What follows belongs to an exercise in optimizing a design on an open flow for small area, a short achievable clock period and few clock cycles per item; a production flow would make more cautious choices. Function was checked by simulation only, so behaviour that the tests miss may differ from the original. Power figures rest on the tool's default switching activity, not on a simulated workload.

**flow/design.v**
```verilog
package boreal_ledger_pkg;
  localparam logic [31:0] LEDGER_CHAIN_SEED = 32'hB0EA_1000;
  typedef logic [0:0] rd_state_t;
  localparam rd_state_t R_IDLE    = 1'b0;
  localparam rd_state_t R_PRESENT = 1'b1;
  localparam int CHAIN_LSB     = 0;
  localparam int COMMITTED_BIT = 32;
  localparam int POLICY_LSB    = 33;
  localparam int NONCE_LSB     = 65;
  localparam int OPCODE_LSB    = 97;
  localparam int SEQ_LSB       = 129;
  localparam int ENTRY_W       = 161;
  function automatic logic [31:0] ledger_chain_mix(
    input logic [31:0] chain,
    input logic [31:0] seq,
    input logic [31:0] opcode,
    input logic [31:0] nonce,
    input logic [31:0] policy_hash,
    input logic        committed
  );
    ledger_chain_mix = {chain[26:0], chain[31:27]} ^ seq ^ opcode ^ nonce ^ policy_hash
           ^ {31'b0, committed};
  endfunction
endpackage
import boreal_ledger_pkg::*;
module boreal_ledger_mem
#(
  parameter int DEPTH = 16,
  parameter int AW    = $clog2(DEPTH)
) (
  input  logic               clk,
  input  logic               rst,
  input  logic               wr_en,
  input  logic [AW-1:0]      wr_addr,
  input  logic [ENTRY_W-1:0] wr_data,
  input  logic               rd_en,
  input  logic [AW-1:0]      rd_addr,
  output logic [ENTRY_W-1:0] rd_data
);
  logic [ENTRY_W-1:0] mem [DEPTH];
  always_ff @(posedge clk) begin
    if (wr_en) begin
      mem[wr_addr] <= wr_data;
    end
  end
  always_ff @(posedge clk) begin
    if (rst) begin
      rd_data <= '0;
    end else if (rd_en) begin
      rd_data <= mem[rd_addr];
    end
  end
endmodule
import boreal_ledger_pkg::*;
module boreal_ledger
#(
  parameter int DEPTH = 16,
  parameter int AW    = $clog2(DEPTH)
) (
  input  logic          clk,
  input  logic          rst,
  input  logic          ledger_wr_en,
  input  logic [31:0]   wr_opcode,
  input  logic [31:0]   wr_nonce,
  input  logic          wr_committed,
  input  logic [31:0]   wr_policy_hash,
  input  logic          rd_ready,
  output logic          rd_valid,
  output logic [31:0]   rd_seq,
  output logic [31:0]   rd_opcode,
  output logic [31:0]   rd_nonce,
  output logic [31:0]   rd_policy_hash,
  output logic          rd_committed,
  output logic [31:0]   rd_chain,
  output logic [AW:0]   ledger_count,
  output logic          ledger_full,
  output logic          overflow,
  output logic [15:0]   drop_count,
  output logic [31:0]   chain_head
);
  localparam logic [AW:0] DEPTH_C = {1'b1, {AW{1'b0}}};
  logic [0:0]         rd_state;
  logic [AW-1:0]      wr_ptr;
  logic [AW-1:0]      rd_ptr;
  logic [31:0]        seq_ctr;
  logic               pop;
  logic               wr_accept;
  logic               rd_en;
  logic [31:0]        chain_next;
  logic [AW:0]        count_next;
  logic [ENTRY_W-1:0] wr_data;
  logic [ENTRY_W-1:0] rd_data;
  assign pop = (rd_state == R_PRESENT) && rd_ready;
  assign wr_accept = ledger_wr_en && ((ledger_count < DEPTH_C) || pop);
  assign rd_en = (rd_state == R_IDLE) && (ledger_count != '0);
  assign chain_next = boreal_ledger_pkg::ledger_chain_mix(chain_head, seq_ctr, wr_opcode,
                                       wr_nonce, wr_policy_hash,
                                       wr_committed);
  assign wr_data = {seq_ctr, wr_opcode, wr_nonce, wr_policy_hash,
                    wr_committed, chain_next};
  always_comb begin
    count_next = ledger_count;
    case ({wr_accept, pop})
      2'b10:   count_next = ledger_count + 1'b1;
      2'b01:   count_next = ledger_count - 1'b1;
      default: count_next = ledger_count;
    endcase
  end
  always_ff @(posedge clk) begin
    if (rst) begin
      wr_ptr       <= '0;
      seq_ctr      <= '0;
      chain_head   <= LEDGER_CHAIN_SEED;
      ledger_count <= '0;
      ledger_full  <= 1'b0;
      overflow     <= 1'b0;
      drop_count   <= '0;
    end else begin
      if (wr_accept) begin
        wr_ptr     <= wr_ptr + 1'b1;
        seq_ctr    <= seq_ctr + 32'd1;
        chain_head <= chain_next;
      end else if (ledger_wr_en) begin
        overflow <= 1'b1;
        if (drop_count != 16'hFFFF) begin
          drop_count <= drop_count + 16'd1;
        end
      end
      ledger_count <= count_next;
      ledger_full  <= (count_next == DEPTH_C);
    end
  end
  always_ff @(posedge clk) begin
    if (rst) begin
      rd_state <= R_IDLE;
      rd_ptr   <= '0;
    end else if (rd_state == R_IDLE) begin
      if (rd_en) begin
        rd_state <= R_PRESENT;
      end
    end else if (rd_ready) begin
      rd_ptr   <= rd_ptr + 1'b1;
      rd_state <= R_IDLE;
    end
  end
  boreal_ledger_mem #(
    .DEPTH (DEPTH),
    .AW    (AW)
  ) u_mem (
    .clk     (clk),
    .rst     (rst),
    .wr_en   (wr_accept),
    .wr_addr (wr_ptr),
    .wr_data (wr_data),
    .rd_en   (rd_en),
    .rd_addr (rd_ptr),
    .rd_data (rd_data)
  );
  assign rd_valid       = (rd_state == R_PRESENT);
  assign rd_seq         = rd_data[SEQ_LSB +: 32];
  assign rd_opcode      = rd_data[OPCODE_LSB +: 32];
  assign rd_nonce       = rd_data[NONCE_LSB +: 32];
  assign rd_policy_hash = rd_data[POLICY_LSB +: 32];
  assign rd_committed   = rd_data[COMMITTED_BIT];
  assign rd_chain       = rd_data[CHAIN_LSB +: 32];
endmodule
```
**flow/run.sh**
```bash
#!/bin/bash
# synth_recipe.tcl (not shown) runs the flow's synth.tcl, then flattens the netlist and writes it again
# the make line also repeats each setting of config.mk as NAME=value (left out here)
make -C /OpenROAD-flow-scripts/flow DESIGN_CONFIG=/design/flow/config.mk WORK_HOME=/design/flow/orfs CLKGATE_MAP_FILE= SYNTH_SCRIPT=/design/flow/synth_recipe.tcl finish
```
**flow/config.mk**
```make
export PLATFORM = sky130hd
export DESIGN_NAME = boreal_ledger
export DESIGN_NICKNAME = boreal_ledger
export VERILOG_FILES = /design/flow/design.v
export SDC_FILE = /design/flow/constraint.sdc
export NUM_CORES = 4
export LEC_CHECK = 0
export CAP_MARGIN = 20
export CORE_MARGIN = 2
export CORE_UTILIZATION = 40
export SLEW_MARGIN = 20
```
**flow/constraint.sdc**
```tcl
create_clock -name core_clock -period 5.0 [get_ports {clk}]
set_input_delay 1.0000 -clock core_clock [delete_from_list [all_inputs] [get_ports {clk}]]
set_output_delay 1.0000 -clock core_clock [all_outputs]
set_load 0.01 [all_outputs]
```
==> impl_metrics.ini <==
[status]
status = timing/DRC/antenna clean

[global_route]
antenna_found_initial = 15
grt_usage_pct = 20.8
grt_pass1_vias = 55800
grt_first_pass_wirelength_mm = 410
gr-total-overflow = 0
grt_max_degree = 151

[floorplan]
num_io_pins = 318
rows = 190
die_area_um2 = 272000
core_area_um2 = 267000
initial_utilization_pct = 40.1
die_h_um = 522
fp.dieW_um = 522

[setup_path]
cp_top_family = simple AND/OR/NAND/NOR gates
rr_worst_depth = 7
rrSetupSlack_ns = 1.67
critPathKind = reg -> reg
crit_path_max_fanout = 52
cpPeakStageDelay_ns = 0.95
path_cells = nor3_2, a21oi_2, buf_4, and2_4, buf_4, a32oi_1, o21ai_0
path_common_cell = buf_4
reg2reg_to = u_mem.rd_data[137]
reg2reg_from = ledger_count[1]
critPathBufInv = 2
cp_slowest_cell = and2_4
start_kind = flip-flop
worstPathArrival_ns = 4.13
crit_required_ns = 5.80
endpoint_kind = flip-flop

[logic_synthesis]
yosys_most_used_dff = edfxtp_1
synth.net_count = 5583
synthDominantCellAreaShare_pct = 72.1
synth_area_leader_cell = edfxtp_1
ys_top_cells_by_area = edfxtp_1 72%, mux2i_1 7.4%, mux4_2 6.8%
synth.yosys.seq_area_share_pct = 76.9
ys_warn_count = 2
synth_area_per_cell_um2 = 19.6
yosysUniqueCellTypes = 52
synth_area_um2 = 107000
syn_inst = 5472
ys_ff_latch = 2833
synthArstFlopShare_pct = 0
synth_edf_count = 2576

[final_layout]
fin_util_pct = 47.2
nets = 6114
layout-drive-gt1-share_pct = 16.1
final_cells = 9784
syn_to_final_growth_pct = 17.6
fin_area_um2 = 126000

[sta]
clock_skew_ns = 0.0665
fin_ws_ns = 1.67
fmax_mhz = 300
fin_crit_ns = 3.33
slew_headroom_pct = 12.5
setup_viol = 0
finalCritPeriodShare_pct = 66.6
maxSlewViolCount = 0
finalHoldViolCount = 0
fin_setup_tns_ns = 0
worst_pin_slew_ns = 1.31
rsz0062_at_grt = false
hold_ws_ns = 0.472

[routing]
wl_met3_mm = 19.3
wirelength_met1_mm = 122
first_iter_violations = 5666
drc = 0
detail-route-antenna-nets = 0
via_per_inst = 5.65
vias = 55200
dr.pass1.iters = 5
drt_wl_total_mm = 288
wl_met2_mm = 137
wl_per_cell_um = 29.4
dr.max_layer_used = met5

[placed_design]
placed_area_um2 = 116000
gp_congestion = 0.792
hpwl_mm = 163
dp.cells = 9246
port_buffers = 317
pre_cts_ws_ns = 0.676

[clock_tree]
cts_made_buffers = 306
cts_resized = 0
cts_tree = done
post_cts_buffers = 0
clkSinkCount = 2833
htreeDepth = 5
hold_buffers = 0
clock_latency_ns = 0.95
clkTransAtPathRegs_ns = 0.06
clockBufferDepth = 4
root_buffer = clkbuf_16

[pwr]
ir_worst_vdd_mv = 0.407
power.total_mw = 57.0
leakagePower_nw = 37.5
powerDensity_nw_per_um2 = 452

[min_path]
whs_endpoint = u_mem.rd_data[88]
min_path_type = reg -> reg
hp-start = u_mem.rd_data[88]
hold_depth = 2

[job]
cap_violations = 0
where the power goes:
part	leakage, nW	internal (mW)	switching (mW)
Combinational	7.45	2.62	3.97
Clock	4.73	13.2	8.91
Sequential	25.3	27.2	1.18
synth_stat cells, types with 30 or more instances:
cell type	instances
buf_2	121
edfxtp_1	2576
mux2i_1	798
mux4_2	322
nor2_1	96
clkbuf_1	166
xor2_1	30
nand2_1	91
a21oi_1	55
xnor2_1	135
a22oi_1	311
o21ai_0	159
a32oi_1	150
dfxtp_1	257
worst max-delay path by stage:
stage | startpoint | end | slack, ns | cells past startpoint
2_1_floorplan | rd_ready | u_mem.mem[13][0] | -1.27 | 6
5_1_grt | ledger_count[1] | u_mem.rd_data[135] | 1.56 | 7
3_5_place_dp | wr_policy_hash[30] | u_mem.mem[6][30] | 0.68 | 4
3_3_place_gp | wr_policy_hash[30] | chain_head[30] | 0.91 | 6
6_report | ledger_count[1] | u_mem.rd_data[137] | 1.67 | 7
4_1_cts | wr_policy_hash[30] | u_mem.mem[7][30] | 1.62 | 4
flip-flops by register name (all words and copies together), names as in the netlist:
name           count
seq_ctr           32
rd_state           1
u_mem.mem       2576
ledger_count       5
wr_ptr             4
chain_head        32
ledger_full        1
drop_count        16
overflow           1
u_mem.rd_data    161
rd_ptr             4
kinds of logic after synthesis:
group,synth area share (%)
flops,76.9
buf+inv,1.30
fa+ha+maj,0.117
simple gates,1.28
compound gates,4.77
mux,14.2
xor+xnor,1.35
tightest hold or removal path, stage by stage, from the launching register on:
cell	delay [ns]
dfxtp_1	0.33
a32oi_1	0.05
o21ai_0	0.06
metal layers:
| layer | vias up | global-route usage [%] |
|---|---|---|
| met1 | 29200 | 28.9 |
| met2 | 2054 | 33.3 |
| met5 | - | 0 |
| met4 | 10 | 7.03 |
| li1 | 23500 | - |
| met3 | 440 | 3.57 |
cell type report:
cell class	count	area (um2)
flip-flops and latches	2833	82500
diodes	4	10.0
clock buffers	423	8470
multi-input cells	2311	23600
inverters	9	33.8
clock inverters	110	1240
repair buffers	542	5820
well taps	3552	4440
fillers	22200	141000
cells in the final DEF, fill, tap and decap left out, drive strengths merged, types with 7 or more instances in the layout:
cell           count
clkdlybuf4s50    316
a32oi            150
o31ai              7
mux2i            798
nand2             91
o22ai             22
nor2              96
a22oi            311
inv               14
dfxtp            257
xnor2            135
nor3               8
mux4             322
ha                10
nand3             14
bufinv            26
xor2              30
a311oi            14
nand4             21
and2               9
clkinv            75
a21oi             56
nor2b              8
buf              226
or3                8
edfxtp          2576
and4               7
clkbuf           423
o21ai            159
Testbench counts, summed over its fixed seeds: cycles 25,327, items 12,000.

-- re-timing with driven ports --
How much do the figures lean on ideal ports? The routed layout below was timed once more, with nothing changed but the port constraints.
Step 1 sets driving cells, clkbuf_16 on the clock port and buf_2 on the other inputs (assumed; they add their load-dependent delay and slew).
Step 2, shift: input delay + t, output delay - t, t = (earliest + latest rising clock arrival at the registers) / 2. This alone moves slack from input paths to output paths.
a / b / c = ideal / step 1 / step 2; a / b = the first two.
shift t [ns]: 1.006
slack for setup (ns): 1.670 / 1.643 / 0.984
worst setup path at the end: input to register
After both steps this run still meets setup and hold. The setup slack of this run moves by -0.027 ns with the drivers and by -0.686 ns with both steps.
